This design comes from an exercise in tuning for small area and a short achievable clock period on the open sky130 flow, not from production work.
The RTL was checked by simulation tests, not by an equivalence proof against the original design.
No activity file was given, so power comes from the tool's default toggle rates.

===== design/flow/flow/run.sh =====
#!/bin/bash
# The standard layout, with one step added after the standard synthesis:
# flow/polarity.py removes inverters between full adders by flipping full
# adders to their dual (a full adder is self-dual), and the layout then runs
# on that netlist. Registers and all other cells are left as synthesis made them.
set -euo pipefail
bash standard.sh synth > synth.log 2>&1
R=orfs/results/${FLOW_PLATFORM}/conv_layer_top/base
cp $R/1_2_yosys.v $R/1_2_yosys_std.v
python3 flow/polarity.py $R/1_2_yosys_std.v $R/1_2_yosys.v > polarity.log 2>&1
rm -f $R/1_synth.odb
bash standard.sh > layout.log 2>&1

===== design/flow/flow/polarity.py =====
#!/usr/bin/env python3
"""Remove inverters between full adders in a Yosys netlist of sky130hd cells.

A full adder is self-dual: FA(~a, ~b, ~c) = (~sum, ~cout). Each fa cell may be
flipped (its inputs take the complement of what they took, and its outputs then
carry the complement of what they carried). The script picks flips by local
search so that the fewest inverters are needed, then removes every inv cell and
puts back one inverter per signal whose complement some pin needs.

usage: polarity.py IN.v OUT.v
"""
import re
import sys
from collections import defaultdict

src = open(sys.argv[1]).read()

m = re.search(r"\bmodule\s+(\w+)\s*\((.*?)\);", src, re.S)
body_start = m.end()
end = src.rindex("endmodule")

# Cell instances: TYPE NAME ( .PIN(NET), ... );  possibly preceded by (* ... *) attributes
inst_re = re.compile(r"(?:\(\*[^*]*\*\)\s*)*(sky130_fd_sc_hd__\w+)\s+(\S+)\s*\((.*?)\);", re.S)
pin_re = re.compile(r"\.(\w+)\(\s*(.*?)\s*\)\s*(?:,|$)", re.S)

cells = []
spans = []
for im in inst_re.finditer(src, body_start, end):
    typ, name, pins = im.group(1), im.group(2), im.group(3)
    pm = {p: n for p, n in pin_re.findall(pins)}
    cells.append((typ, name, pm))
    spans.append((im.start(), im.end()))

# Declarations of ports
outputs = set()
for dm in re.finditer(r"\boutput\s+(?:\[(\d+):(\d+)\]\s*)?(\w+)\s*;", src):
    if dm.group(1):
        hi, lo = int(dm.group(1)), int(dm.group(2))
        for i in range(min(hi, lo), max(hi, lo) + 1):
            outputs.add(f"{dm.group(3)}[{i}]")
    else:
        outputs.add(dm.group(3))

OUT_PINS = {"X", "Y", "Q", "Q_N", "SUM", "COUT", "HI", "LO"}


def is_inv(t):
    return re.fullmatch(r"sky130_fd_sc_hd__inv_\d+", t) is not None


def is_fa(t):
    return re.fullmatch(r"sky130_fd_sc_hd__fa_\d+", t) is not None


inv_of = {}      # inverter output net -> input net
driver = {}      # net -> cell index (non-inverter)
for i, (t, n, pm) in enumerate(cells):
    if is_inv(t):
        inv_of[pm["Y"]] = pm["A"]
    else:
        for p, net in pm.items():
            if p in OUT_PINS:
                driver[net] = i

# Inverters that drive output ports are kept as they are (rare)
keep_inv = set()
for i, (t, n, pm) in enumerate(cells):
    if is_inv(t) and pm["Y"] in outputs:
        keep_inv.add(i)


def literal(net):
    par = 0
    while net in inv_of:
        net = inv_of[net]
        par ^= 1
    return net, par


# Consumers: (cell index, pin, base, parity)
uses = defaultdict(list)   # base -> list of (cell, pin, par)
for i, (t, n, pm) in enumerate(cells):
    if is_inv(t) and i not in keep_inv:
        continue
    for p, net in pm.items():
        if p in OUT_PINS:
            continue
        if not net or net.startswith("1'") or net.startswith("'"):
            continue
        b, par = literal(net)
        uses[b].append((i, p, par))

fa_idx = [i for i, (t, n, pm) in enumerate(cells)
          if is_fa(t) and not any(net in outputs for p, net in pm.items() if p in OUT_PINS)]
flip = defaultdict(int)


def phys(b):
    d = driver.get(b)
    return flip[d] if d is not None and is_fa(cells[d][0]) else 0


def need(u):
    i, p, par = u
    return par ^ (flip[i] if is_fa(cells[i][0]) else 0)


def cost(b):
    ph = phys(b)
    return 1 if any(need(u) != ph for u in uses[b]) else 0


# Signals touching each fa
touch = defaultdict(set)
for i in fa_idx:
    pm = cells[i][2]
    for p, net in pm.items():
        if p in OUT_PINS:
            touch[i].add(net)
        else:
            touch[i].add(literal(net)[0])

before = sum(cost(b) for b in uses)
for it in range(20):
    changed = 0
    for i in fa_idx:
        c0 = sum(cost(b) for b in touch[i])
        flip[i] ^= 1
        c1 = sum(cost(b) for b in touch[i])
        if c1 < c0:
            changed += 1
        else:
            flip[i] ^= 1
    if not changed:
        break
after = sum(cost(b) for b in uses)
print(f"inverted signals needed: {before} -> {after}; flipped {sum(flip[i] for i in fa_idx)} of {len(fa_idx)} fa", file=sys.stderr)

# Rewrite
new_inv = {}
extra = []
k = 0


def comp_net(b):
    global k
    if b not in new_inv:
        nn = f"_pinv{k}_"
        k += 1
        new_inv[b] = nn
        a = b + " " if b.startswith("\\") else b
        extra.append(f"  wire {nn};\n  sky130_fd_sc_hd__inv_1 _pinvc{k}_ (\n    .A({a}),\n    .Y({nn})\n  );\n")
    return new_inv[b]


new_pins = {}
for b, us in uses.items():
    ph = phys(b)
    for (i, p, par) in us:
        net = b if need((i, p, par)) == ph else comp_net(b)
        new_pins[(i, p)] = net

out = [src[:body_start]]
pos = body_start
for i, ((t, n, pm), (s, e)) in enumerate(zip(cells, spans)):
    out.append(src[pos:s])
    pos = e
    if is_inv(t) and i not in keep_inv:
        continue
    parts = []
    for p, net in pm.items():
        nn = new_pins.get((i, p), net)
        if nn.startswith("\\"):
            nn += " "
        parts.append(f"    .{p}({nn})")
    out.append(f"{t} {n} (\n" + ",\n".join(parts) + "\n  );")
out.append(src[pos:end])
out.append("".join(extra))
out.append(src[end:])
open(sys.argv[2], "w").write("".join(out))

===== design/flow/standard.sh =====
#!/bin/bash
# synth_recipe.tcl (not shown) runs the flow's synth.tcl, then flattens the netlist and writes it again
# the make line also repeats each setting of config.mk as NAME=value (left out here)
make -C /OpenROAD-flow-scripts/flow DESIGN_CONFIG=/design/flow/config.mk WORK_HOME=/design/flow/orfs CLKGATE_MAP_FILE= SYNTH_SCRIPT=/design/flow/synth_recipe.tcl "${@:-finish}"

===== design/flow/config.mk =====
export PLATFORM = sky130hd
export DESIGN_NAME = conv_layer_top
export DESIGN_NICKNAME = conv_layer_top
export VERILOG_FILES = /design/flow/design.v
export SDC_FILE = /design/flow/constraint.sdc
export NUM_CORES = 4
export LEC_CHECK = 0
export ABC_CLOCK_PERIOD_IN_PS = 3400
export CAP_MARGIN = 40
export CORE_MARGIN = 2
export CORE_UTILIZATION = 40
export CTS_BUF_LIST = sky130_fd_sc_hd__clkbuf_8
export SETUP_SLACK_MARGIN = 4.6
export SLEW_MARGIN = 40

===== design/flow/constraint.sdc =====
create_clock -name core_clock -period 8.0 [get_ports {clk}]
set_input_delay 1.6000 -clock core_clock [delete_from_list [all_inputs] [get_ports {clk}]]
set_output_delay 1.6000 -clock core_clock [all_outputs]
set_load 0.01 [all_outputs]

===== design/flow/design.v =====
package conv_ctrl_pkg;
        localparam int num_channels = 3;
        localparam int num_lanes = 8;
        localparam int num_taps = 25;    
        localparam int channel_w = 2;
        localparam int tap_w = 5;
        localparam int lane_w = 3;
        localparam logic drain_idle = 1'b0;
        localparam logic drain_busy = 1'b1;
endpackage
package conv_types_pkg;
        localparam int sample_w = 12;
        localparam int weight_w = 8;
        localparam int acc_w = 25;      
        localparam int chsum_w = 27;    
        localparam int result_w = 12;
        localparam int scale_shift = 8;
        localparam int result_max = 2047;
        localparam int result_min = -2048;
endpackage
`timescale 1ns/1ps
import conv_types_pkg::*;
import conv_ctrl_pkg::*;
module weight_bank (
        input  logic clk,
        input  logic rst,
        input  logic weight_we,
        input  logic [channel_w-1:0] weight_channel,
        input  logic [tap_w-1:0] weight_tap,
        input  logic [weight_w-1:0] weight_data,
        input  logic [num_taps-1:0] tap,         
        input  logic valid_in,
        output logic [2*num_channels*4-1:0] b_one,
        output logic [2*num_channels*4-1:0] b_two,
        output logic [2*num_channels*4-1:0] b_nz,
        output logic [2*num_channels*4-1:0] b_neg,
        output logic [2*num_channels*4-1:0] b_sx    
);
        logic [weight_w-1:0] weight_regs [num_channels*num_taps];
        logic [weight_w-1:0] wdata;
        logic rst_q;
        logic we_q;
        logic [channel_w-1:0] wch_q;
        logic [tap_w-1:0] wtap_q;
        logic [weight_w-1:0] wd_q;
        always_ff @(posedge clk) begin
                rst_q <= rst;
                we_q <= weight_we && weight_channel < num_channels && weight_tap < num_taps;
                wch_q <= weight_channel;
                wtap_q <= weight_tap;
                wd_q <= weight_data;
        end
        assign wdata = rst_q ? '0 : wd_q;
        always_ff @(posedge clk) begin
                for (int c = 0; c < num_channels; c++)
                        for (int t = 0; t < num_taps; t++)
                                if (rst_q || (we_q && wch_q == c && wtap_q == t))
                                        weight_regs[c*num_taps + t] <= wdata;
        end
        logic wr_hit;
        always_comb begin
                wr_hit = 1'b0;
                for (int t = 0; t < num_taps; t++)
                        if (wtap_q == t)
                                wr_hit = tap[t];
        end
        always_ff @(posedge clk) begin
                logic [weight_w-1:0] w;
                logic [2:0] g;
                logic one, two, nz, neg, sx;
                for (int c = 0; c < num_channels; c++) begin
                        if (rst_q)
                                w = '0;
                        else if (we_q && wch_q == c && wr_hit)
                                w = wd_q;
                        else begin
                                w = '0;
                                for (int t = 0; t < num_taps; t++)
                                        w = w | (tap[t] ? weight_regs[c*num_taps + t] : '0);
                        end
                        for (int j = 0; j < 4; j++) begin
                                g = {w[2*j+1], w[2*j], (j == 0) ? 1'b0 : w[2*j-1]};
                                one = valid_in && (g[1] ^ g[0]);
                                two = valid_in && ((g == 3'b100) || (g == 3'b011));
                                nz = valid_in && (g != 3'b000) && (g != 3'b111);
                                neg = valid_in && g[2] && (g != 3'b111);
                                sx = valid_in && !(g[2] && (g != 3'b111));
                                {b_one[c*4+j], b_one[12+c*4+j]} <= {one, !one};
                                {b_two[c*4+j], b_two[12+c*4+j]} <= {two, !two};
                                {b_nz[c*4+j], b_nz[12+c*4+j]} <= {nz, !nz};
                                {b_neg[c*4+j], b_neg[12+c*4+j]} <= {neg, !neg};
                                {b_sx[c*4+j], b_sx[12+c*4+j]} <= {sx, !sx};
                        end
                end
        end
endmodule
`timescale 1ns/1ps
import conv_types_pkg::*;
import conv_ctrl_pkg::*;
module tap_sequencer (
        input  logic clk,
        input  logic rst,
        input  logic valid_in,
        input  logic [num_channels*num_lanes*sample_w-1:0] in_samples,
        output logic [num_taps-1:0] tap,         
        output logic bus_en,             
        output logic bus_first,          
        output logic bus_last,           
        output logic [num_channels*num_lanes*sample_w-1:0] bus_samples
);
        logic tap_is_last;
        assign tap_is_last = tap[num_taps-1];
        always_ff @(posedge clk) begin
                if (rst) begin
                        tap <= num_taps'(1);
                        bus_en <= 1'b0;
                end else begin
                        bus_en <= valid_in;
                        if (valid_in)
                                tap <= {tap[num_taps-2:0], tap[num_taps-1]};
                end
        end
        always_ff @(posedge clk) begin
                bus_first <= tap[0];
                bus_last <= tap_is_last;
                bus_samples <= in_samples;
        end
endmodule
`timescale 1ns/1ps
import conv_types_pkg::*;
import conv_ctrl_pkg::*;
module fa3 (input logic a, input logic b, input logic c, output logic s, output logic co);
	assign s = a ^ b ^ c;
	assign co = (a & b) | (a & c) | (b & c);
endmodule
module ha2 (input logic a, input logic b, output logic s, output logic co);
	assign s = a ^ b;
	assign co = a & b;
endmodule
module lane_tree (
	input  logic [12:0] r0_0,
	input  logic [12:0] r0_1,
	input  logic [12:0] r0_2,
	input  logic [12:0] r0_3,
	input  logic [12:0] r1_0,
	input  logic [12:0] r1_1,
	input  logic [12:0] r1_2,
	input  logic [12:0] r1_3,
	input  logic [12:0] r2_0,
	input  logic [12:0] r2_1,
	input  logic [12:0] r2_2,
	input  logic [12:0] r2_3,
	input  logic [7:0] nsum,
	output logic [20:0] o0,
	output logic [20:0] o1,
	output logic [20:0] o2
);
	logic s0, k0;
	logic s1, k1;
	logic s2, k2;
	logic s3, k3;
	logic s4, k4;
	logic s5, k5;
	logic s6, k6;
	logic s7, k7;
	logic s8, k8;
	logic s9, k9;
	logic s10, k10;
	logic s11, k11;
	logic s12, k12;
	logic s13, k13;
	logic s14, k14;
	logic s15, k15;
	logic s16, k16;
	logic s17, k17;
	logic s18, k18;
	logic s19, k19;
	logic s20, k20;
	logic s21, k21;
	logic s22, k22;
	logic s23, k23;
	logic s24, k24;
	logic s25, k25;
	logic s26, k26;
	logic s27, k27;
	logic s28, k28;
	logic s29, k29;
	logic s30, k30;
	logic s31, k31;
	logic s32, k32;
	logic s33, k33;
	logic s34, k34;
	logic s35, k35;
	logic s36, k36;
	logic s37, k37;
	logic s38, k38;
	logic s39, k39;
	logic s40, k40;
	logic s41, k41;
	logic s42, k42;
	logic s43, k43;
	logic s44, k44;
	logic s45, k45;
	logic s46, k46;
	logic s47, k47;
	logic s48, k48;
	logic s49, k49;
	logic s50, k50;
	logic s51, k51;
	logic s52, k52;
	logic s53, k53;
	logic s54, k54;
	logic s55, k55;
	logic s56, k56;
	logic s57, k57;
	logic s58, k58;
	logic s59, k59;
	logic s60, k60;
	logic s61, k61;
	logic s62, k62;
	logic s63, k63;
	logic s64, k64;
	logic s65, k65;
	logic s66, k66;
	logic s67, k67;
	logic s68, k68;
	logic s69, k69;
	logic s70, k70;
	logic s71, k71;
	logic s72, k72;
	logic s73, k73;
	logic s74, k74;
	logic s75, k75;
	logic s76, k76;
	logic s77, k77;
	logic s78, k78;
	logic s79, k79;
	logic s80, k80;
	logic s81, k81;
	logic s82, k82;
	logic s83, k83;
	logic s84, k84;
	logic s85, k85;
	logic s86, k86;
	logic s87, k87;
	logic s88, k88;
	logic s89, k89;
	logic s90, k90;
	logic s91, k91;
	logic s92, k92;
	logic s93, k93;
	logic s94, k94;
	logic s95, k95;
	logic s96, k96;
	logic s97, k97;
	logic s98, k98;
	logic s99, k99;
	logic s100, k100;
	logic s101, k101;
	logic s102, k102;
	logic s103, k103;
	logic s104, k104;
	logic s105, k105;
	logic s106, k106;
	logic s107, k107;
	logic s108, k108;
	logic s109, k109;
	logic s110, k110;
	logic s111, k111;
	logic s112, k112;
	logic s113, k113;
	logic s114, k114;
	logic s115, k115;
	logic s116, k116;
	logic s117, k117;
	ha2 u_0 (.a(nsum[0]), .b(r0_0[0]), .s(s0), .co(k0));
	fa3 u_1 (.a(nsum[1]), .b(r0_0[1]), .c(r1_0[1]), .s(s1), .co(k1));
	fa3 u_2 (.a(nsum[2]), .b(r0_0[2]), .c(r0_1[0]), .s(s2), .co(k2));
	fa3 u_3 (.a(r1_0[2]), .b(r1_1[0]), .c(r2_0[2]), .s(s3), .co(k3));
	ha2 u_4 (.a(r2_1[0]), .b(k1), .s(s4), .co(k4));
	fa3 u_5 (.a(nsum[3]), .b(r0_0[3]), .c(r0_1[1]), .s(s5), .co(k5));
	fa3 u_6 (.a(r1_0[3]), .b(r1_1[1]), .c(r2_0[3]), .s(s6), .co(k6));
	fa3 u_7 (.a(r2_1[1]), .b(k2), .c(k3), .s(s7), .co(k7));
	ha2 u_8 (.a(s5), .b(s6), .s(s8), .co(k8));
	fa3 u_9 (.a(nsum[4]), .b(r0_0[4]), .c(r0_1[2]), .s(s9), .co(k9));
	fa3 u_10 (.a(r0_2[0]), .b(r1_0[4]), .c(r1_1[2]), .s(s10), .co(k10));
	fa3 u_11 (.a(r1_2[0]), .b(r2_0[4]), .c(r2_1[2]), .s(s11), .co(k11));
	fa3 u_12 (.a(r2_2[0]), .b(k5), .c(k6), .s(s12), .co(k12));
	fa3 u_13 (.a(s9), .b(s10), .c(s11), .s(s13), .co(k13));
	ha2 u_14 (.a(k7), .b(k8), .s(s14), .co(k14));
	fa3 u_15 (.a(nsum[5]), .b(r0_0[5]), .c(r0_1[3]), .s(s15), .co(k15));
	fa3 u_16 (.a(r0_2[1]), .b(r1_0[5]), .c(r1_1[3]), .s(s16), .co(k16));
	fa3 u_17 (.a(r1_2[1]), .b(r2_0[5]), .c(r2_1[3]), .s(s17), .co(k17));
	fa3 u_18 (.a(r2_2[1]), .b(k9), .c(k10), .s(s18), .co(k18));
	fa3 u_19 (.a(k11), .b(s15), .c(s16), .s(s19), .co(k19));
	fa3 u_20 (.a(s17), .b(k12), .c(k13), .s(s20), .co(k20));
	ha2 u_21 (.a(s18), .b(s19), .s(s21), .co(k21));
	fa3 u_22 (.a(nsum[6]), .b(r0_0[6]), .c(r0_1[4]), .s(s22), .co(k22));
	fa3 u_23 (.a(r0_2[2]), .b(r0_3[0]), .c(r1_0[6]), .s(s23), .co(k23));
	fa3 u_24 (.a(r1_1[4]), .b(r1_2[2]), .c(r1_3[0]), .s(s24), .co(k24));
	fa3 u_25 (.a(r2_0[6]), .b(r2_1[4]), .c(r2_2[2]), .s(s25), .co(k25));
	fa3 u_26 (.a(r2_3[0]), .b(k15), .c(k16), .s(s26), .co(k26));
	fa3 u_27 (.a(k17), .b(s22), .c(s23), .s(s27), .co(k27));
	fa3 u_28 (.a(s24), .b(s25), .c(k18), .s(s28), .co(k28));
	fa3 u_29 (.a(k19), .b(s26), .c(s27), .s(s29), .co(k29));
	ha2 u_30 (.a(k20), .b(s28), .s(s30), .co(k30));
	fa3 u_31 (.a(nsum[7]), .b(r0_0[7]), .c(r0_1[5]), .s(s31), .co(k31));
	fa3 u_32 (.a(r0_2[3]), .b(r0_3[1]), .c(r1_0[7]), .s(s32), .co(k32));
	fa3 u_33 (.a(r1_1[5]), .b(r1_2[3]), .c(r1_3[1]), .s(s33), .co(k33));
	fa3 u_34 (.a(r2_0[7]), .b(r2_1[5]), .c(r2_2[3]), .s(s34), .co(k34));
	fa3 u_35 (.a(r2_3[1]), .b(k22), .c(k23), .s(s35), .co(k35));
	fa3 u_36 (.a(k24), .b(k25), .c(s31), .s(s36), .co(k36));
	fa3 u_37 (.a(s32), .b(s33), .c(s34), .s(s37), .co(k37));
	fa3 u_38 (.a(k26), .b(k27), .c(s35), .s(s38), .co(k38));
	fa3 u_39 (.a(s36), .b(s37), .c(k28), .s(s39), .co(k39));
	ha2 u_40 (.a(k29), .b(s38), .s(s40), .co(k40));
	fa3 u_41 (.a(r0_0[8]), .b(r0_1[6]), .c(r0_2[4]), .s(s41), .co(k41));
	fa3 u_42 (.a(r0_3[2]), .b(r1_0[8]), .c(r1_1[6]), .s(s42), .co(k42));
	fa3 u_43 (.a(r1_2[4]), .b(r1_3[2]), .c(r2_0[8]), .s(s43), .co(k43));
	fa3 u_44 (.a(r2_1[6]), .b(r2_2[4]), .c(r2_3[2]), .s(s44), .co(k44));
	fa3 u_45 (.a(k31), .b(k32), .c(k33), .s(s45), .co(k45));
	fa3 u_46 (.a(k34), .b(s41), .c(s42), .s(s46), .co(k46));
	fa3 u_47 (.a(s43), .b(s44), .c(k35), .s(s47), .co(k47));
	fa3 u_48 (.a(k36), .b(k37), .c(s45), .s(s48), .co(k48));
	fa3 u_49 (.a(s46), .b(k38), .c(s47), .s(s49), .co(k49));
	ha2 u_50 (.a(s48), .b(k39), .s(s50), .co(k50));
	fa3 u_51 (.a(r0_0[9]), .b(r0_1[7]), .c(r0_2[5]), .s(s51), .co(k51));
	fa3 u_52 (.a(r0_3[3]), .b(r1_0[9]), .c(r1_1[7]), .s(s52), .co(k52));
	fa3 u_53 (.a(r1_2[5]), .b(r1_3[3]), .c(r2_0[9]), .s(s53), .co(k53));
	fa3 u_54 (.a(r2_1[7]), .b(r2_2[5]), .c(r2_3[3]), .s(s54), .co(k54));
	fa3 u_55 (.a(k41), .b(k42), .c(k43), .s(s55), .co(k55));
	fa3 u_56 (.a(k44), .b(s51), .c(s52), .s(s56), .co(k56));
	fa3 u_57 (.a(s53), .b(s54), .c(k45), .s(s57), .co(k57));
	fa3 u_58 (.a(k46), .b(s55), .c(s56), .s(s58), .co(k58));
	fa3 u_59 (.a(k47), .b(k48), .c(s57), .s(s59), .co(k59));
	ha2 u_60 (.a(s58), .b(k49), .s(s60), .co(k60));
	fa3 u_61 (.a(r0_0[10]), .b(r0_1[8]), .c(r0_2[6]), .s(s61), .co(k61));
	fa3 u_62 (.a(r0_3[4]), .b(r1_0[10]), .c(r1_1[8]), .s(s62), .co(k62));
	fa3 u_63 (.a(r1_2[6]), .b(r1_3[4]), .c(r2_0[10]), .s(s63), .co(k63));
	fa3 u_64 (.a(r2_1[8]), .b(r2_2[6]), .c(r2_3[4]), .s(s64), .co(k64));
	fa3 u_65 (.a(k51), .b(k52), .c(k53), .s(s65), .co(k65));
	fa3 u_66 (.a(k54), .b(s61), .c(s62), .s(s66), .co(k66));
	fa3 u_67 (.a(s63), .b(s64), .c(k55), .s(s67), .co(k67));
	fa3 u_68 (.a(k56), .b(s65), .c(s66), .s(s68), .co(k68));
	fa3 u_69 (.a(k57), .b(s67), .c(k58), .s(s69), .co(k69));
	ha2 u_70 (.a(s68), .b(k59), .s(s70), .co(k70));
	fa3 u_71 (.a(r0_0[11]), .b(r0_1[9]), .c(r0_2[7]), .s(s71), .co(k71));
	fa3 u_72 (.a(r0_3[5]), .b(r1_0[11]), .c(r1_1[9]), .s(s72), .co(k72));
	fa3 u_73 (.a(r1_2[7]), .b(r1_3[5]), .c(r2_0[11]), .s(s73), .co(k73));
	fa3 u_74 (.a(r2_1[9]), .b(r2_2[7]), .c(r2_3[5]), .s(s74), .co(k74));
	fa3 u_75 (.a(k61), .b(k62), .c(k63), .s(s75), .co(k75));
	fa3 u_76 (.a(k64), .b(s71), .c(s72), .s(s76), .co(k76));
	fa3 u_77 (.a(s73), .b(s74), .c(k65), .s(s77), .co(k77));
	fa3 u_78 (.a(k66), .b(s75), .c(s76), .s(s78), .co(k78));
	fa3 u_79 (.a(k67), .b(s77), .c(k68), .s(s79), .co(k79));
	ha2 u_80 (.a(s78), .b(k69), .s(s80), .co(k80));
	fa3 u_81 (.a(r0_0[12]), .b(r0_1[10]), .c(r0_2[8]), .s(s81), .co(k81));
	fa3 u_82 (.a(r0_3[6]), .b(r1_0[12]), .c(r1_1[10]), .s(s82), .co(k82));
	fa3 u_83 (.a(r1_2[8]), .b(r1_3[6]), .c(r2_0[12]), .s(s83), .co(k83));
	fa3 u_84 (.a(r2_1[10]), .b(r2_2[8]), .c(r2_3[6]), .s(s84), .co(k84));
	fa3 u_85 (.a(k71), .b(k72), .c(k73), .s(s85), .co(k85));
	fa3 u_86 (.a(k74), .b(s81), .c(s82), .s(s86), .co(k86));
	fa3 u_87 (.a(s83), .b(s84), .c(k75), .s(s87), .co(k87));
	fa3 u_88 (.a(k76), .b(s85), .c(s86), .s(s88), .co(k88));
	fa3 u_89 (.a(k77), .b(s87), .c(k78), .s(s89), .co(k89));
	ha2 u_90 (.a(s88), .b(k79), .s(s90), .co(k90));
	fa3 u_91 (.a(r0_1[11]), .b(r0_2[9]), .c(r0_3[7]), .s(s91), .co(k91));
	fa3 u_92 (.a(r1_1[11]), .b(r1_2[9]), .c(r1_3[7]), .s(s92), .co(k92));
	fa3 u_93 (.a(r2_1[11]), .b(r2_2[9]), .c(r2_3[7]), .s(s93), .co(k93));
	fa3 u_94 (.a(k81), .b(k82), .c(k83), .s(s94), .co(k94));
	fa3 u_95 (.a(k84), .b(s91), .c(s92), .s(s95), .co(k95));
	fa3 u_96 (.a(s93), .b(k85), .c(k86), .s(s96), .co(k96));
	fa3 u_97 (.a(s94), .b(s95), .c(k87), .s(s97), .co(k97));
	fa3 u_98 (.a(k88), .b(s96), .c(s97), .s(s98), .co(k98));
	fa3 u_99 (.a(r0_1[12]), .b(r0_2[10]), .c(r0_3[8]), .s(s99), .co(k99));
	fa3 u_100 (.a(r1_1[12]), .b(r1_2[10]), .c(r1_3[8]), .s(s100), .co(k100));
	fa3 u_101 (.a(r2_1[12]), .b(r2_2[10]), .c(r2_3[8]), .s(s101), .co(k101));
	fa3 u_102 (.a(k91), .b(k92), .c(k93), .s(s102), .co(k102));
	fa3 u_103 (.a(s99), .b(s100), .c(s101), .s(s103), .co(k103));
	fa3 u_104 (.a(k94), .b(k95), .c(s102), .s(s104), .co(k104));
	fa3 u_105 (.a(s103), .b(k96), .c(s104), .s(s105), .co(k105));
	fa3 u_106 (.a(r0_2[11]), .b(r0_3[9]), .c(r1_2[11]), .s(s106), .co(k106));
	fa3 u_107 (.a(r1_3[9]), .b(r2_2[11]), .c(r2_3[9]), .s(s107), .co(k107));
	fa3 u_108 (.a(k99), .b(k100), .c(k101), .s(s108), .co(k108));
	fa3 u_109 (.a(s106), .b(s107), .c(k102), .s(s109), .co(k109));
	fa3 u_110 (.a(k103), .b(s108), .c(k104), .s(s110), .co(k110));
	fa3 u_111 (.a(r0_2[12]), .b(r0_3[10]), .c(r1_2[12]), .s(s111), .co(k111));
	fa3 u_112 (.a(r1_3[10]), .b(r2_2[12]), .c(r2_3[10]), .s(s112), .co(k112));
	fa3 u_113 (.a(k106), .b(k107), .c(s111), .s(s113), .co(k113));
	fa3 u_114 (.a(s112), .b(k108), .c(s113), .s(s114), .co(k114));
	fa3 u_115 (.a(r0_3[11]), .b(r1_3[11]), .c(r2_3[11]), .s(s115), .co(k115));
	fa3 u_116 (.a(k111), .b(k112), .c(s115), .s(s116), .co(k116));
	fa3 u_117 (.a(r0_3[12]), .b(r1_3[12]), .c(r2_3[12]), .s(s117), .co(k117));
	assign o0[0] = r1_0[0];
	assign o1[0] = r2_0[0];
	assign o2[0] = s0;
	assign o0[1] = r2_0[1];
	assign o1[1] = k0;
	assign o2[1] = s1;
	assign o0[2] = s2;
	assign o1[2] = s3;
	assign o2[2] = s4;
	assign o0[3] = k4;
	assign o1[3] = s7;
	assign o2[3] = s8;
	assign o0[4] = s12;
	assign o1[4] = s13;
	assign o2[4] = s14;
	assign o0[5] = k14;
	assign o1[5] = s20;
	assign o2[5] = s21;
	assign o0[6] = k21;
	assign o1[6] = s29;
	assign o2[6] = s30;
	assign o0[7] = k30;
	assign o1[7] = s39;
	assign o2[7] = s40;
	assign o0[8] = k40;
	assign o1[8] = s49;
	assign o2[8] = s50;
	assign o0[9] = s59;
	assign o1[9] = k50;
	assign o2[9] = s60;
	assign o0[10] = s69;
	assign o1[10] = k60;
	assign o2[10] = s70;
	assign o0[11] = s79;
	assign o1[11] = k70;
	assign o2[11] = s80;
	assign o0[12] = s89;
	assign o1[12] = k80;
	assign o2[12] = s90;
	assign o0[13] = k89;
	assign o1[13] = k90;
	assign o2[13] = s98;
	assign o0[14] = k97;
	assign o1[14] = s105;
	assign o2[14] = k98;
	assign o0[15] = s109;
	assign o1[15] = k105;
	assign o2[15] = s110;
	assign o0[16] = k109;
	assign o1[16] = s114;
	assign o2[16] = k110;
	assign o0[17] = k113;
	assign o1[17] = s116;
	assign o2[17] = k114;
	assign o0[18] = k115;
	assign o1[18] = s117;
	assign o2[18] = k116;
	assign o0[19] = k117;
	assign o1[19] = '0;
	assign o2[19] = '0;
	assign o0[20] = '0;
	assign o1[20] = '0;
	assign o2[20] = '0;
endmodule
module acc_tree (
	input  logic [25:0] a,
	input  logic [2:0] kc,
	input  logic [20:0] q0,
	input  logic [20:0] q1,
	input  logic [20:0] q2,
	output logic [25:0] o0,
	output logic [25:0] o1
);
	logic s0, k0;
	logic s1, k1;
	logic s2, k2;
	logic s3, k3;
	logic s4, k4;
	logic s5, k5;
	logic s6, k6;
	logic s7, k7;
	logic s8, k8;
	logic s9, k9;
	logic s10, k10;
	logic s11, k11;
	logic s12, k12;
	logic s13, k13;
	logic s14, k14;
	logic s15, k15;
	logic s16, k16;
	logic s17, k17;
	logic s18, k18;
	logic s19, k19;
	logic s20, k20;
	logic s21, k21;
	logic s22, k22;
	logic s23, k23;
	logic s24, k24;
	logic s25, k25;
	logic s26, k26;
	logic s27, k27;
	logic s28, k28;
	logic s29, k29;
	logic s30, k30;
	logic s31, k31;
	logic s32, k32;
	logic s33, k33;
	logic s34, k34;
	logic s35, k35;
	logic s36, k36;
	logic s37, k37;
	logic s38, k38;
	logic s39, k39;
	logic s40, k40;
	logic s41, k41;
	logic s42, k42;
	logic s43, k43;
	logic s44, k44;
	logic s45, k45;
	logic s46, k46;
	logic s47, k47;
	logic s48, k48;
	logic s49, k49;
	logic s50, k50;
	logic s51, k51;
	logic s52, k52;
	logic s53, k53;
	logic s54, k54;
	logic s55, k55;
	logic s56, k56;
	logic s57, k57;
	fa3 u_0 (.a(q0[0]), .b(q1[0]), .c(q2[0]), .s(s0), .co(k0));
	fa3 u_1 (.a(q0[1]), .b(q1[1]), .c(q2[1]), .s(s1), .co(k1));
	ha2 u_2 (.a(a[1]), .b(k0), .s(s2), .co(k2));
	fa3 u_3 (.a(q0[2]), .b(q1[2]), .c(q2[2]), .s(s3), .co(k3));
	fa3 u_4 (.a(a[2]), .b(k1), .c(s3), .s(s4), .co(k4));
	fa3 u_5 (.a(q0[3]), .b(q1[3]), .c(q2[3]), .s(s5), .co(k5));
	fa3 u_6 (.a(a[3]), .b(k3), .c(s5), .s(s6), .co(k6));
	fa3 u_7 (.a(q0[4]), .b(q1[4]), .c(q2[4]), .s(s7), .co(k7));
	fa3 u_8 (.a(a[4]), .b(k5), .c(s7), .s(s8), .co(k8));
	fa3 u_9 (.a(q0[5]), .b(q1[5]), .c(q2[5]), .s(s9), .co(k9));
	fa3 u_10 (.a(a[5]), .b(k7), .c(s9), .s(s10), .co(k10));
	fa3 u_11 (.a(q0[6]), .b(q1[6]), .c(q2[6]), .s(s11), .co(k11));
	fa3 u_12 (.a(a[6]), .b(k9), .c(s11), .s(s12), .co(k12));
	fa3 u_13 (.a(q0[7]), .b(q1[7]), .c(q2[7]), .s(s13), .co(k13));
	fa3 u_14 (.a(a[7]), .b(kc[0]), .c(k11), .s(s14), .co(k14));
	ha2 u_15 (.a(s13), .b(k12), .s(s15), .co(k15));
	fa3 u_16 (.a(q0[8]), .b(q1[8]), .c(q2[8]), .s(s16), .co(k16));
	fa3 u_17 (.a(a[8]), .b(k13), .c(s16), .s(s17), .co(k17));
	ha2 u_18 (.a(k14), .b(s17), .s(s18), .co(k18));
	fa3 u_19 (.a(q0[9]), .b(q1[9]), .c(q2[9]), .s(s19), .co(k19));
	fa3 u_20 (.a(a[9]), .b(k16), .c(s19), .s(s20), .co(k20));
	ha2 u_21 (.a(k17), .b(s20), .s(s21), .co(k21));
	fa3 u_22 (.a(q0[10]), .b(q1[10]), .c(q2[10]), .s(s22), .co(k22));
	fa3 u_23 (.a(a[10]), .b(k19), .c(s22), .s(s23), .co(k23));
	ha2 u_24 (.a(k20), .b(s23), .s(s24), .co(k24));
	fa3 u_25 (.a(q0[11]), .b(q1[11]), .c(q2[11]), .s(s25), .co(k25));
	fa3 u_26 (.a(a[11]), .b(k22), .c(s25), .s(s26), .co(k26));
	ha2 u_27 (.a(k23), .b(s26), .s(s27), .co(k27));
	fa3 u_28 (.a(q0[12]), .b(q1[12]), .c(q2[12]), .s(s28), .co(k28));
	fa3 u_29 (.a(a[12]), .b(k25), .c(s28), .s(s29), .co(k29));
	ha2 u_30 (.a(k26), .b(s29), .s(s30), .co(k30));
	fa3 u_31 (.a(q0[13]), .b(q1[13]), .c(q2[13]), .s(s31), .co(k31));
	fa3 u_32 (.a(a[13]), .b(k28), .c(s31), .s(s32), .co(k32));
	ha2 u_33 (.a(k29), .b(s32), .s(s33), .co(k33));
	fa3 u_34 (.a(q0[14]), .b(q1[14]), .c(q2[14]), .s(s34), .co(k34));
	fa3 u_35 (.a(a[14]), .b(kc[1]), .c(k31), .s(s35), .co(k35));
	fa3 u_36 (.a(s34), .b(k32), .c(s35), .s(s36), .co(k36));
	fa3 u_37 (.a(q0[15]), .b(q1[15]), .c(q2[15]), .s(s37), .co(k37));
	fa3 u_38 (.a(a[15]), .b(k34), .c(s37), .s(s38), .co(k38));
	ha2 u_39 (.a(k35), .b(s38), .s(s39), .co(k39));
	fa3 u_40 (.a(q0[16]), .b(q1[16]), .c(q2[16]), .s(s40), .co(k40));
	fa3 u_41 (.a(a[16]), .b(k37), .c(s40), .s(s41), .co(k41));
	ha2 u_42 (.a(k38), .b(s41), .s(s42), .co(k42));
	fa3 u_43 (.a(q0[17]), .b(q1[17]), .c(q2[17]), .s(s43), .co(k43));
	fa3 u_44 (.a(a[17]), .b(k40), .c(s43), .s(s44), .co(k44));
	ha2 u_45 (.a(k41), .b(s44), .s(s45), .co(k45));
	fa3 u_46 (.a(q0[18]), .b(q1[18]), .c(q2[18]), .s(s46), .co(k46));
	fa3 u_47 (.a(a[18]), .b(k43), .c(s46), .s(s47), .co(k47));
	ha2 u_48 (.a(k44), .b(s47), .s(s48), .co(k48));
	fa3 u_49 (.a(q0[19]), .b(q1[19]), .c(q2[19]), .s(s49), .co(k49));
	fa3 u_50 (.a(a[19]), .b(k46), .c(s49), .s(s50), .co(k50));
	ha2 u_51 (.a(k47), .b(s50), .s(s51), .co(k51));
	fa3 u_52 (.a(q0[20]), .b(q1[20]), .c(q2[20]), .s(s52), .co(k52));
	fa3 u_53 (.a(a[20]), .b(k49), .c(s52), .s(s53), .co(k53));
	ha2 u_54 (.a(k50), .b(s53), .s(s54), .co(k54));
	fa3 u_55 (.a(a[21]), .b(kc[2]), .c(k52), .s(s55), .co(k55));
	ha2 u_56 (.a(k53), .b(s55), .s(s56), .co(k56));
	ha2 u_57 (.a(a[22]), .b(k55), .s(s57), .co(k57));
	assign o0[0] = a[0];
	assign o1[0] = s0;
	assign o0[1] = s1;
	assign o1[1] = s2;
	assign o0[2] = k2;
	assign o1[2] = s4;
	assign o0[3] = k4;
	assign o1[3] = s6;
	assign o0[4] = k6;
	assign o1[4] = s8;
	assign o0[5] = k8;
	assign o1[5] = s10;
	assign o0[6] = k10;
	assign o1[6] = s12;
	assign o0[7] = s14;
	assign o1[7] = s15;
	assign o0[8] = k15;
	assign o1[8] = s18;
	assign o0[9] = k18;
	assign o1[9] = s21;
	assign o0[10] = k21;
	assign o1[10] = s24;
	assign o0[11] = k24;
	assign o1[11] = s27;
	assign o0[12] = k27;
	assign o1[12] = s30;
	assign o0[13] = k30;
	assign o1[13] = s33;
	assign o0[14] = k33;
	assign o1[14] = s36;
	assign o0[15] = k36;
	assign o1[15] = s39;
	assign o0[16] = k39;
	assign o1[16] = s42;
	assign o0[17] = k42;
	assign o1[17] = s45;
	assign o0[18] = k45;
	assign o1[18] = s48;
	assign o0[19] = k48;
	assign o1[19] = s51;
	assign o0[20] = k51;
	assign o1[20] = s54;
	assign o0[21] = k54;
	assign o1[21] = s56;
	assign o0[22] = k56;
	assign o1[22] = s57;
	assign o0[23] = a[23];
	assign o1[23] = k57;
	assign o0[24] = a[24];
	assign o1[24] = '0;
	assign o0[25] = a[25];
	assign o1[25] = '0;
endmodule
module mac_array (
        input  logic clk,
        input  logic rst,
        input  logic bus_en,
        input  logic bus_first,
        input  logic bus_last,
        input  logic [num_channels*num_lanes*sample_w-1:0] bus_samples,
        input  logic [2*num_channels*4-1:0] b_one,
        input  logic [2*num_channels*4-1:0] b_two,
        input  logic [2*num_channels*4-1:0] b_nz,
        input  logic [2*num_channels*4-1:0] b_neg,
        input  logic [2*num_channels*4-1:0] b_sx,
        output logic [num_lanes*26-1:0] sums,
        output logic sums_valid
);
        localparam int sum_w = 26;       
        localparam logic [sum_w-1:0] row_const = 26'h2719000;
        logic st2_en, st2_first, st2_last;
        logic [7:0] b_nsum;
        always_comb begin
                b_nsum = '0;
                for (int c = 0; c < num_channels; c++)
                        for (int j = 0; j < 4; j++)
                                b_nsum = b_nsum + (b_neg[c*4+j] ? (8'd1 << (2*j)) : 8'd0);
        end
        always_ff @(posedge clk) begin
                if (rst) begin
                        st2_en <= 1'b0;
                        sums_valid <= 1'b0;
                end else begin
                        st2_en <= bus_en;
                        sums_valid <= st2_en & st2_last;
                end
        end
        always_ff @(posedge clk) begin
                st2_first <= bus_en & bus_first;
                st2_last <= bus_last;
        end
        for (genvar l = 0; l < num_lanes; l++) begin : g_lane
                logic [12:0] r [num_channels][4];
                logic [20:0] p0, p1, p2;
                logic [20:0] p0_q, p1_q, p2_q;
                logic [sum_w-1:0] acc, acc_in, t0, t1;
                logic [2:0] kc, kc_in;
                logic [7:0] blk0, blk1, blk2;
                logic [4:0] blk3;
                for (genvar c = 0; c < num_channels; c++) begin : g_ch
                        logic [sample_w-1:0] x;
                        assign x = bus_samples[(c*num_lanes+l)*sample_w +: sample_w];
                        for (genvar j = 0; j < 4; j++) begin : g_dig
                                logic one, two, nz, neg, sx;
                                assign one = (l < 4) ? b_one[c*4+j] : !b_one[12+c*4+j];
                                assign two = (l < 4) ? b_two[c*4+j] : !b_two[12+c*4+j];
                                assign nz = (l < 4) ? b_nz[c*4+j] : !b_nz[12+c*4+j];
                                assign neg = (l < 4) ? b_neg[c*4+j] : !b_neg[12+c*4+j];
                                assign sx = (l < 4) ? b_sx[c*4+j] : !b_sx[12+c*4+j];
                                assign r[c][j][0] = (one & x[0]) ^ neg;
                                for (genvar i = 1; i < sample_w; i++) begin : g_bit
                                        assign r[c][j][i] = ((one & x[i]) | (two & x[i-1])) ^ neg;
                                end
                                assign r[c][j][12] = (nz & x[11]) ^ sx;
                        end
                end
                lane_tree u_tree (
                        .r0_0(r[0][0]), .r0_1(r[0][1]), .r0_2(r[0][2]), .r0_3(r[0][3]),
                        .r1_0(r[1][0]), .r1_1(r[1][1]), .r1_2(r[1][2]), .r1_3(r[1][3]),
                        .r2_0(r[2][0]), .r2_1(r[2][1]), .r2_2(r[2][2]), .r2_3(r[2][3]),
                        .nsum(b_nsum), .o0(p0), .o1(p1), .o2(p2)
                );
                always_ff @(posedge clk) begin
                        p0_q <= p0;
                        p1_q <= p1;
                        p2_q <= p2;
                end
                assign acc_in = st2_first ? row_const : acc;
                assign kc_in = st2_first ? 3'b000 : kc;
                acc_tree u_acc (
                        .a(acc_in), .kc(kc_in), .q0(p0_q), .q1(p1_q), .q2(p2_q),
                        .o0(t0), .o1(t1)
                );
                assign blk0 = {1'b0, t0[6:0]} + {1'b0, t1[6:0]};
                assign blk1 = {1'b0, t0[13:7]} + {1'b0, t1[13:7]};
                assign blk2 = {1'b0, t0[20:14]} + {1'b0, t1[20:14]};
                assign blk3 = t0[25:21] + t1[25:21];
                always_ff @(posedge clk) begin
                        acc <= {blk3, blk2[6:0], blk1[6:0], blk0[6:0]};
                        kc <= {blk2[7], blk1[7], blk0[7]};
                end
                assign sums[l*sum_w +: sum_w] = acc + {kc[2], 6'b0, kc[1], 6'b0, kc[0], 7'b0};
        end
endmodule
`timescale 1ns/1ps
import conv_types_pkg::*;
import conv_ctrl_pkg::*;
module result_drain (
        input  logic clk,
        input  logic rst,
        input  logic [num_lanes*26-1:0] sums,
        input  logic sums_valid,
        output logic valid_out,
        output logic [result_w-1:0] conv_out
);
        localparam int sum_w = 26;
        logic state;
        logic [lane_w-1:0] lane_cnt;             
        logic [num_lanes*result_w-1:0] lane_results;
        logic [num_lanes*result_w-1:0] out_buf;
        always_comb begin
                logic [sum_w-1:0] s;
                for (int l = 0; l < num_lanes; l++) begin
                        s = sums[l*sum_w +: sum_w];
                        if (s[sum_w-1:19] == '0 || s[sum_w-1:19] == '1)
                                lane_results[l*result_w +: result_w] = s[19:8];
                        else if (s[sum_w-1])
                                lane_results[l*result_w +: result_w] = result_w'(result_min);
                        else
                                lane_results[l*result_w +: result_w] = result_w'(result_max);
                end
        end
        always_ff @(posedge clk) begin
                if (rst) begin
                        state <= drain_idle;
                        lane_cnt <= '0;
                end else begin
                        case (state)
                                drain_idle: begin
                                        if (sums_valid) begin
                                                state <= drain_busy;
                                                lane_cnt <= '0;
                                        end
                                end
                                drain_busy: begin
                                        if (lane_cnt == lane_w'(num_lanes - 1))
                                                state <= drain_idle;
                                        lane_cnt <= lane_cnt + lane_w'(1);
                                end
                                default: state <= drain_idle;
                        endcase
                end
        end
        always_ff @(posedge clk) begin
                if (sums_valid)
                        out_buf <= lane_results;
                else
                        out_buf <= {result_w'(0), out_buf[num_lanes*result_w-1:result_w]};
        end
        assign conv_out = out_buf[result_w-1:0];
        assign valid_out = (state == drain_busy);
endmodule
`timescale 1ns/1ps
module conv_layer_top (
        input  logic clk,
        input  logic rst,
        input  logic weight_we,
        input  logic [1:0] weight_channel,
        input  logic [4:0] weight_tap,
        input  logic [7:0] weight_data,
        input  logic valid_in,
        input  logic [287:0] in_samples,
        output logic valid_out,
        output logic [11:0] conv_out
);
        logic [24:0] tap;
        logic [23:0] b_one, b_two, b_nz, b_neg, b_sx;
        logic [207:0] sums;
        logic sums_valid;
        logic bus_en;
        logic bus_first;
        logic bus_last;
        logic [287:0] bus_samples;
        weight_bank weight_bank0 (
                .clk            (clk),
                .rst            (rst),
                .weight_we      (weight_we),
                .weight_channel (weight_channel),
                .weight_tap     (weight_tap),
                .weight_data    (weight_data),
                .tap            (tap),
                .valid_in       (valid_in),
                .b_one          (b_one),
                .b_two          (b_two),
                .b_nz           (b_nz),
                .b_neg          (b_neg),
                .b_sx           (b_sx)
        );
        tap_sequencer tap_sequencer0 (
                .clk         (clk),
                .rst         (rst),
                .valid_in    (valid_in),
                .in_samples  (in_samples),
                .tap         (tap),
                .bus_en      (bus_en),
                .bus_first   (bus_first),
                .bus_last    (bus_last),
                .bus_samples (bus_samples)
        );
        mac_array mac_array0 (
                .clk         (clk),
                .rst         (rst),
                .bus_en      (bus_en),
                .bus_first   (bus_first),
                .bus_last    (bus_last),
                .bus_samples (bus_samples),
                .b_one       (b_one),
                .b_two       (b_two),
                .b_nz        (b_nz),
                .b_neg       (b_neg),
                .b_sx        (b_sx),
                .sums        (sums),
                .sums_valid  (sums_valid)
        );
        result_drain result_drain0 (
                .clk        (clk),
                .rst        (rst),
                .sums       (sums),
                .sums_valid (sums_valid),
                .valid_out  (valid_out),
                .conv_out   (conv_out)
        );
endmodule

==> results of run 1 <==
[state kept, by name, summed over array words and instances (netlist names), 2 cells and up]
| name | flops |
|---|---|
| mac_array0.g_lane.p0_q | 160 |
| mac_array0.g_lane.p1_q | 152 |
| tap_sequencer0.tap | 25 |
| weight_bank0.b_neg | 24 |
| weight_bank0.wd_q | 8 |
| weight_bank0.wtap_q | 5 |
| mac_array0.g_lane.p2_q | 152 |
| mac_array0.g_lane.acc | 208 |
| weight_bank0.b_two | 24 |
| weight_bank0.b_nz | 24 |
| weight_bank0.b_one | 24 |
| tap_sequencer0.bus_samples | 288 |
| weight_bank0.weight_regs | 600 |
| result_drain0.lane_cnt | 3 |
| mac_array0.g_lane.kc | 24 |
| result_drain0.out_buf | 96 |
| weight_bank0.b_sx | 24 |
| weight_bank0.wch_q | 2 |
[path summary, 6_finish.rpt]
kind                            cells past startpoint                             from                               endpoint  slack [ps]
worst max-delay path                                9   weight_bank0.b_one[17]$_DFF_P_  mac_array0.g_lane[7].p2_q[10]$_DFF_P_        4540
worst min-delay path                                0  tap_sequencer0.bus_last$_DFF_P_            mac_array0.st2_last$_DFF_P_         390
worst max register to register                      9   weight_bank0.b_one[17]$_DFF_P_  mac_array0.g_lane[7].p2_q[10]$_DFF_P_        4540
worst min register to register                      0  tap_sequencer0.bus_last$_DFF_P_            mac_array0.st2_last$_DFF_P_         390
[metal layers]
metal | up-vias | GRT usage [%] | share of wire, %
met3 | 1590 | 7.96 | 13
met4 | 13 | 15.2 | 7.4
li1 | 34300 | - | -
met2 | 5946 | 40.7 | 42
met1 | 41700 | 34.9 | 37
met5 | - | 0 | 0.036
[through the flow]
step	utilization (%)	std cells
after floorplan	-	9854
after global placement	42.5	13300
after detailed placement	42.5	13300
after CTS	45.6	13900
after global routing	46.9	14100
final	47.0	14100
[critical path, stage by stage (launching register included)]
cell and delay [ps]:
dfxtp_2 340, buf_12 250, o22ai_1 180, xor2_1 180, fa_1 630, inv_1 80
fa_1 430, fa_1 440, fa_1 420, ha_1 280
[area by class of cell]
type	instances	share of cell area, %
flip-flops and latches	1853	33.0
multi-input cells	6461	49.1
diodes	17	0.0324
clock buffers	383	4.01
inverters	783	2.34
repair buffers	736	6.85
well taps	3724	3.55
clock inverters	181	1.04
[what timing repair did]
item                       CTS  global route
pin swaps                   23            38
gates cloned                 8            60
setup endpoints to repair  415           136
setup buffers               67           136
resized for setup          309           282
[report_power, final]
| part | switching (mW) | total, mW | internal [mW] |
|---|---|---|---|
| clock | 4.08 | 9.08 | 5.00 |
| sequential | 1.75 | 14.1 | 12.3 |
| combinational | 15.3 | 28.3 | 13.0 |
[cell usage in the layout (no fill, tap or decap), types with 55 or more instances in the layout]
| master | count |
|---|---|
| a221oi_1 | 62 |
| fa_1 | 1132 |
| dfxtp_4 | 56 |
| edfxtp_1 | 600 |
| buf_4 | 217 |
| xnor2_1 | 696 |
| xor2_1 | 782 |
| o21ai_0 | 63 |
| a22oi_1 | 681 |
| ha_1 | 454 |
| a21o_1 | 59 |
| o22ai_1 | 509 |
| inv_1 | 817 |
| dfxtp_1 | 1115 |
| nand4_1 | 79 |
| nor2b_1 | 168 |
| dfxtp_2 | 82 |
| a22o_1 | 55 |
| nand2b_1 | 138 |
| nand2_1 | 306 |
| nand3_1 | 73 |
| clkbuf_8 | 388 |
| buf_12 | 84 |
| a21oi_1 | 181 |
| nor2_1 | 280 |
| clkbuf_16 | 58 |
| clkdlybuf4s50_1 | 305 |
==> notes.md, run 1 <==
CP endpoint kind register; minimum clock period after layout 3460 ps; Longest Clk Path Bufs 4; area of the core between 200000 and 300000 µm²; Via-to-Cell Ratio around 6; Mapped Area 113000 µm²; drt total wl about 430 mm; first-pass GRT wire length ~570 mm; Worst slew margin 36.9%; total power about 52 mW; Die Y roughly 530 µm; fin area between 100000 and 150000 µm²; Worst VDD drop approximately 300 µV; CTS Hold Bufs 0; CTS Root Cell clkbuf_8; Initial DRC Count ~11000; Synth Instances a little under 10000; Tightest Pin Transition approximately 940 ps; row count ~190; P per Cell Area 392 nW/µm²; port bufs between 300 and 400; post-DR wirelength/cell slightly above 30 µm; syn_nets 11800; Tcrit/Tclk final 43.3%; kind of critical path register to register; I/O pins 320; Hold Path Class register to register; Sinks on Clock Net ~1900; Area Overhead vs Synth 16.6%; pin count of the biggest net entering global routing slightly below 100; multi-input combinational cell area around 65000 µm²; initial core utilization around two fifths; Final Skew 98.0 ps; Reg clk slew, reported paths around 60 ps; Total GRT Usage 27.1%; critical path arrival 4330 ps; leakage power around 52 nW; maximum capacitance violations 0; Setup TNS 0 ps; htree depth 5; Nets between 10000 and 15000; Die Wd about 530 µm; warnings from Yosys 21; crit path launch type register; Antenna Nets Post-Route 0; HPWL Detailed ~270 mm; pre-CTS setup slack 3560 ps; layout cell share with drive strength beyond 1 between 10% and 20%; DR vias approximately 84000; RSZ-0062 raised after global routing yes; count of final setup violators 0; GPL Wtd Cong roughly 0.95; vias in the first global route roughly 84000; CTS buffer count between 300 and 400; synthesized area per cell roughly 11 µm²; Die Area 286000 µm²; setup ws final about 4500 ps; number of remaining DRC errors 0; Max Transition Viols Final 0; drt pass-1 iters 10; status finished clean; Hold Fails Final Rpt 0; Reg area approximately 43000 µm²; placed inst area roughly 120000 µm²; Req. time, crit path roughly 9000 ps; Skew-Pair Late Insertion Delay a little over 1000 ps; CTS tree done; FILL cells about 25000; initial antenna violation count 27; final hold slack 387 ps; Crit Path Max Fanout 48; GRT overflow 0; fmax 289 MHz
==> inputs of run 2 (changes only) <==
==> design/flow/flow/run.sh (replaced) <==
#!/bin/bash
# The standard layout, with one step added after the standard synthesis:
# flow/polarity.py removes inverters between full adders by flipping full
# adders to their dual (a full adder is self-dual), and the layout then runs
# on that netlist. Registers and all other cells are left as synthesis made them.
# The ports are buffered as in the standard flow, with the smallest buffer.
set -euo pipefail
bash standard.sh synth > synth.log 2>&1
R=orfs/results/${FLOW_PLATFORM}/conv_layer_top/base
cp $R/1_2_yosys.v $R/1_2_yosys_std.v
python3 flow/polarity.py $R/1_2_yosys_std.v $R/1_2_yosys.v > polarity.log 2>&1
rm -f $R/1_synth.odb
bash standard.sh "BUFFER_PORTS_ARGS=-buffer_cell sky130_fd_sc_hd__buf_1" finish > layout.log 2>&1
==> notes.md, run 2 <==
Skew-Pair Late Insertion Delay 1020 ps (about the same); CTS tree done; Worst slew margin 38.7% (+1.8 points); Int Power 30.3 mW (-0.26%); layout cell share with drive strength beyond 1 13.5% (+0.42 points); R2R Setup Slk 4560 ps (+30 ps); Hold Path Class register to register; leakage power 50.8 nW (-1.6%); Mapped Area 113000 µm² (unchanged); crit path launch type register; Worst VDD drop 310 µV (+2.9%); syn_nets 11800 (unchanged); Final Skew 99.5 ps (+1.50 ps); kind of critical path register to register; Die Wd 535 µm (unchanged); r2r startpoint weight_bank0.b_one[0]$_DFF_P_; Req. time, crit path 8840 ps (-30 ps); I/O pins 320 (unchanged); Crit Path Max Fanout 12 (-75%); Area Overhead vs Synth 15.1%; synthesized area per cell 11.4 µm² (unchanged); row count 194 (unchanged); GRT overflow 0 (unchanged); CP startpoint weight_bank0.b_one[0]$_DFF_P_; port bufs 319 (unchanged); drt pass-1 iters 9 (-1); Reg2Reg Capture Point mac_array0.g_lane[1].p2_q[11]$_DFF_P_; Clk pwr share 17.1% (-0.5 points); drt total wl 432 mm (+0.55%); CP endpoint kind register; CTS Root Cell clkbuf_8; biggest regs weight_bank0.weight_regs: 600 flops, tap_sequencer0.bus_samples: 288 flops, mac_array0.g_lane.acc: 208 flops; htree depth 5 (unchanged); area of the core 280000 µm² (unchanged); Via-to-Cell Ratio 5.91 (about the same); Die Y 535 µm (unchanged); Setup TNS 0 ps (unchanged); GPL Wtd Cong 0.945 (-0.28%); total power 51.8 mW (+0.58%); final hold slack 378 ps (-9.13 ps); Antenna Nets Post-Route 0 (unchanged); DR vias 83600 (+0.055%); Nets 12100 (+0.058%); Total GRT Usage 26.9% (-0.20 points); slowest stage delay, CP 500 ps (-130 ps); Hold Fails Final Rpt 0 (unchanged); pin count of the biggest net entering global routing 76 (-22%); Die Area 286000 µm² (unchanged); critical path arrival 4270 ps (-60 ps); Comb pwr share 55.6% (+0.6 points); fmax 291 MHz (+0.81%); first-pass GRT wire length 569 mm (-0.26%); worst path cell trace buf_12 -> clkbuf_16 -> a22oi_1 -> xor2_1 -> fa_1 -> fa_2 -> fa_1 -> fa_1 -> inv_1 -> ha_1; Flop pwr share 27.3% (about the same); P per Cell Area 399 nW/µm² (+1.8%); max reg flops 600 (unchanged); Synth Instances 9854 (unchanged); Slowest cell on crit path fa_1; number of remaining DRC errors 0 (unchanged); Max Transition Viols Final 0 (unchanged); commonest non-fill, non-tap cell in the layout fa_1; RSZ-0062 raised after global routing yes; HPWL Detailed 271 mm (-0.70%); count of final setup violators 0 (unchanged); Reg clk slew, reported paths 60 ps (about the same); Initial DRC Count 10900 (-1.8%); P_sw 21.5 mW (+1.8%); commonest non-fill, non-tap cells in the layout fa_1 (1126), dfxtp_1 (1109), inv_1 (813), xor2_1 (781), xnor2_1 (695); Tightest Pin Transition 918 ps (-26.9 ps); initial core utilization 40.3% (unchanged); Tcrit/Tclk final 43.0% (-0.35 points); initial antenna violation count 33 (+22%); Sinks on Clock Net 1853 (unchanged); CTS buffer count 322 (+0.94%); CP most frequent cell fa_1; status finished clean; crit path capture mac_array0.g_lane[1].p2_q[11]$_DFF_P_; minimum clock period after layout 3440 ps (-27.9 ps); vias in the first global route 83800 (+0.090%); FF-to-FF path depth 10 (+1); sw frac 41.6% (+0.49 points); maximum capacitance violations 0 (unchanged); post-DR wirelength/cell 30.5 µm (+0.45%); Longest Clk Path Bufs 4 (unchanged); warnings from Yosys 21 (unchanged); Largest Register weight_bank0.weight_regs
-- run 2: metal layers --
layer  global-route usage [%]  vias to the layer above  wire, µm
met5                        0                        -       114
li1                         -                    34300         -
met4                     15.1                       16     32000
met3                     7.65                     1660     60100
met1                     34.8                    41400    159000
met2                     40.4                     6158    181000
-- run 2: metrics by stage --
stage	cell area, µm²	util, %	setup WS, ps	std cells
global route	130000	46.4	4520	14100
detailed placement	117000	41.8	3410	13300
CTS	125000	44.8	4540	13900
finish	130000	46.4	4560	14200
global placement	117000	41.7	3350	13300
floorplan	113000	-	4550	9854
-- run 2: how the worst min path moves through the flow --
stage | endpoint | slack, ps | startpoint | cells after the start
after floorplan | mac_array0.st2_last$_DFF_P_ | 310 | tap_sequencer0.bus_last$_DFF_P_ | 0
after CTS | mac_array0.st2_last$_DFF_P_ | 380 | tap_sequencer0.bus_last$_DFF_P_ | 0
after global placement | mac_array0.st2_last$_DFF_P_ | 370 | tap_sequencer0.bus_last$_DFF_P_ | 0
after detailed placement | mac_array0.st2_last$_DFF_P_ | 370 | tap_sequencer0.bus_last$_DFF_P_ | 0
after global routing | mac_array0.st2_last$_DFF_P_ | 390 | tap_sequencer0.bus_last$_DFF_P_ | 0
final | mac_array0.st2_last$_DFF_P_ | 380 | tap_sequencer0.bus_last$_DFF_P_ | 0
-- run 2: layout make-up --
class	count	area [µm²]
diodes	17	42.5
clock buffers	380	5230
clock inverters	194	1260
fillers	25300	150000
inverters	783	3070
multi-input cells	6460	64700
flip-flops and latches	1853	43400
well taps	3724	4660
repair buffers	741	7430
-- run 2: critical path: cells and delay by family, from the launching register on --
family / cells / cell delay [ps]
adders and majority gates: 5 / 1970
buffers and inverters: 3 / 420
DFF: 1 / 360
xor gates and xnor gates: 1 / 270
AOI/OAI and AO/OA: 1 / 240
-- run 2: power groups by stage --
| stage | Sequential (mW) | Clock, mW | Combinational [mW] |
|---|---|---|---|
| 2_1_floorplan | 13.4 | 0 | 20.3 |
| 3_3_place_gp | 14.2 | 0 | 26.1 |
| 3_5_place_dp | 14.3 | 0 | 27.0 |
| 4_1_cts | 14.1 | 9.00 | 27.5 |
| 5_1_grt | 14.3 | 9.43 | 32.2 |
| 6_report | 14.2 | 8.88 | 28.8 |
-- run 2: timing repair --
item                                    in CTS  in global routing
gates resized for setup                    294                332
pin swaps                                   11                 44
setup buffers                               51                150
endpoints found under the setup margin     394                140
gates cloned                                 9                 71
hold buffers                                 0                  0
==> inputs of run 3 (changes only) <==
--- a/design/flow/config.mk
+++ b/design/flow/config.mk
@@ -9,6 +9,8 @@
 export CAP_MARGIN = 40
 export CORE_MARGIN = 2
 export CORE_UTILIZATION = 40
-export CTS_BUF_LIST = sky130_fd_sc_hd__clkbuf_8
+export CTS_BUF_LIST = sky130_fd_sc_hd__clkbuf_16
+export CTS_CLUSTER_DIAMETER = 100
+export CTS_CLUSTER_SIZE = 20
 export SETUP_SLACK_MARGIN = 4.6
 export SLEW_MARGIN = 40
==> notes.md, run 3 <==
fmax 291 MHz (about the same); Max Transition Viols Final 0 (unchanged); CTS Hold Bufs 0 (unchanged); syn_nets 11800 (unchanged); minimum clock period after layout 3430 ps (-2.60 ps); CTS buffer count 113 (-65%); drt total wl 423 mm (-2.2%); Area Overhead vs Synth 12.2%; Die Area 286000 µm² (unchanged); Longest Clk Path Bufs 3 (-1); slowest stage delay, CP 470 ps (-30 ps); Nets 11900 (-1.8%); Slowest cell on crit path fa_1; biggest regs weight_bank0.weight_regs: 600 flops, tap_sequencer0.bus_samples: 288 flops, mac_array0.g_lane.acc: 208 flops; layout cell share with drive strength beyond 1 10.6% (-2.9 points); first-pass GRT wire length 565 mm (-0.70%); FILL cells 25500 (+0.92%); CTS Root Cell clkbuf_16; P per Cell Area 388 nW/µm² (-2.8%); area of the core 280000 µm² (unchanged); final hold slack 376 ps (-1.91 ps); worst path cell trace buf_12 -> o22ai_1 -> xor2_1 -> fa_1 -> fa_1 -> fa_1 -> inv_1 -> fa_1 -> fa_1; vias in the first global route 81500 (-2.7%); commonest non-fill, non-tap cell in the layout fa_1; Mapped Area 113000 µm² (unchanged); maximum capacitance violations 0 (unchanged); Worst VDD drop 331 µV (+6.6%); GRT overflow 0 (unchanged); DR vias 81500 (-2.5%); CP most frequent cell fa_1; Hold Path Class register to register; Req. time, crit path 8660 ps (-180 ps); Sinks on Clock Net 1853 (unchanged); drt pass-1 iters 11 (+2); Worst slew margin 35.9% (-2.9 points); pin count of the biggest net entering global routing 76 (unchanged); Skew-Pair Late Insertion Delay 850 ps (-170 ps); HPWL Detailed 271 mm (unchanged); Reg clk slew, reported paths 90 ps (+30 ps); GPL Wtd Cong 0.945 (unchanged); Total GRT Usage 26.8% (-0.069 points); initial antenna violation count 31 (-6.1%); kind of critical path register to register; Synth Instances 9854 (unchanged); Tcrit/Tclk final 42.9% (about the same); Placed Cells 13300 (unchanged); count of final setup violators 0 (unchanged); Die Wd 535 µm (unchanged); Crit Path Max Fanout 24 (+12); leakage power 48.8 nW (-4.0%); Setup TNS 0 ps (unchanged); initial core utilization 40.3% (unchanged); Post-Layout Cell Count 13800 (-2.8%); I/O pins 320 (unchanged); Die Y 535 µm (unchanged); Tightest Pin Transition 961 ps (+43.2 ps); Final Skew 91.3 ps (-8.17 ps); Antenna Nets Post-Route 0 (unchanged); port bufs 319 (unchanged); htree depth 3 (-2); CTS tree done; max reg flops 600 (unchanged); utilization after layout 45.2% (-1.2 points); crit path launch type register; RSZ-0062 raised after global routing yes; warnings from Yosys 21 (unchanged); CP endpoint kind register; number of remaining DRC errors 0 (unchanged); commonest non-fill, non-tap cells in the layout fa_1 (1136), dfxtp_1 (1101), xor2_1 (782), inv_1 (761), xnor2_1 (698); post-DR wirelength/cell 30.7 µm (+0.64%); Via-to-Cell Ratio 5.92 (+0.29%); Hold Fails Final Rpt 0 (unchanged); Largest Register weight_bank0.weight_regs; total power 49.1 mW (-5.3%); status finished clean; row count 194 (unchanged); critical path arrival 4100 ps (-170 ps); synthesized area per cell 11.4 µm² (unchanged); Initial DRC Count 11400 (+4.9%)
run 3: per-stage QoR:
| step | cell area, µm² | setup slack [ps] |
|---|---|---|
| after floorplan | 113000 | 4550 |
| after global placement | 117000 | 3350 |
| after detailed placement | 117000 | 3410 |
| after CTS | 123000 | 4590 |
| after global routing | 126000 | 4510 |
| final | 126000 | 4570 |
run 3: what timing repair did:
item,in CTS,in global routing
cloned,13,61
endpoints found under the hold margin,0,0
endpoints found under the setup margin,392,130
resized for setup,309,300
pin swaps,13,33
setup buffers,62,131
run 3: layer usage:
layer / vias to the layer above / track usage, % / wire length (µm)
met3: 1387 / 6.98 / 54900
li1: 33800 / - / -
met5: - / 0 / 254
met1: 40800 / 35.3 / 160000
met4: 30 / 14.7 / 29100
met2: 5476 / 40.3 / 178000
run 3: path summary, 6_finish.rpt:
check	start	slack, ps	cells past startpoint	to
worst max-delay path	weight_bank0.b_one[15]$_DFF_P_	4570	9	mac_array0.g_lane[5].p2_q[13]$_DFF_P_
worst min-delay path	tap_sequencer0.bus_last$_DFF_P_	380	0	mac_array0.st2_last$_DFF_P_
worst max register to register	weight_bank0.b_one[15]$_DFF_P_	4570	9	mac_array0.g_lane[5].p2_q[13]$_DFF_P_
worst min register to register	tap_sequencer0.bus_last$_DFF_P_	380	0	mac_array0.st2_last$_DFF_P_
run 3: critical path: cells and delay by family (launching register included):
kind / cells / cell delay, ps
adders and majority gates: 5 / 2150
buffers and inverters: 2 / 250
xor gates and xnor gates: 1 / 160
DFF: 1 / 390
AOI/OAI and AO/OA: 1 / 310
run 3: area by class of cell:
cell class | instances | area [µm²] | area share, %
diodes | 20 | 50.0 | 0.0396
clock buffers | 114 | 2850 | 2.26
clock inverters | 74 | 593 | 0.469
inverters | 783 | 3080 | 2.43
multi-input cells | 6459 | 64600 | 51.1
flip-flops and latches | 1853 | 43400 | 34.3
well taps | 3724 | 4660 | 3.68
repair buffers | 728 | 7200 | 5.70
run 3: power breakdown:
part           switching [mW]  total, mW  internal (mW)
clock network            3.44       6.19           2.75
logic                    15.5       28.8           13.2
registers                1.79       14.1           12.3

afterwards: timing with drivers on the ports:
The flow's constraints put no driver on any port. The routed layouts listed below were extracted and timed again, unchanged, in two steps.
Step 1, drivers: a clkbuf_16 drives clk and a buf_2 each remaining input, both assumed.
Step 2 moves the port delays by t, midway between the first and last clock arrival at a register: inputs arrive t later, outputs are due t later. That takes back most of the time a late clock gives input paths.
a / b / c = ideal / step 1 / step 2; a / b = the first two.
run | t (ns) | setup slack, ns | worst setup path at the end
run 1 | 1.058 | 4.536 / 4.536 / 4.536 | register to register
run 2 | 1.065 | 4.564 / 4.564 / 3.955 | input to register
run 3 | 0.906 | 4.566 / 4.566 / 3.890 | input to register
After both steps every run listed still meets setup and hold. The setup slack of run 3, which loses most, moves by 0.000 ns with the drivers and by -0.676 ns with both steps.
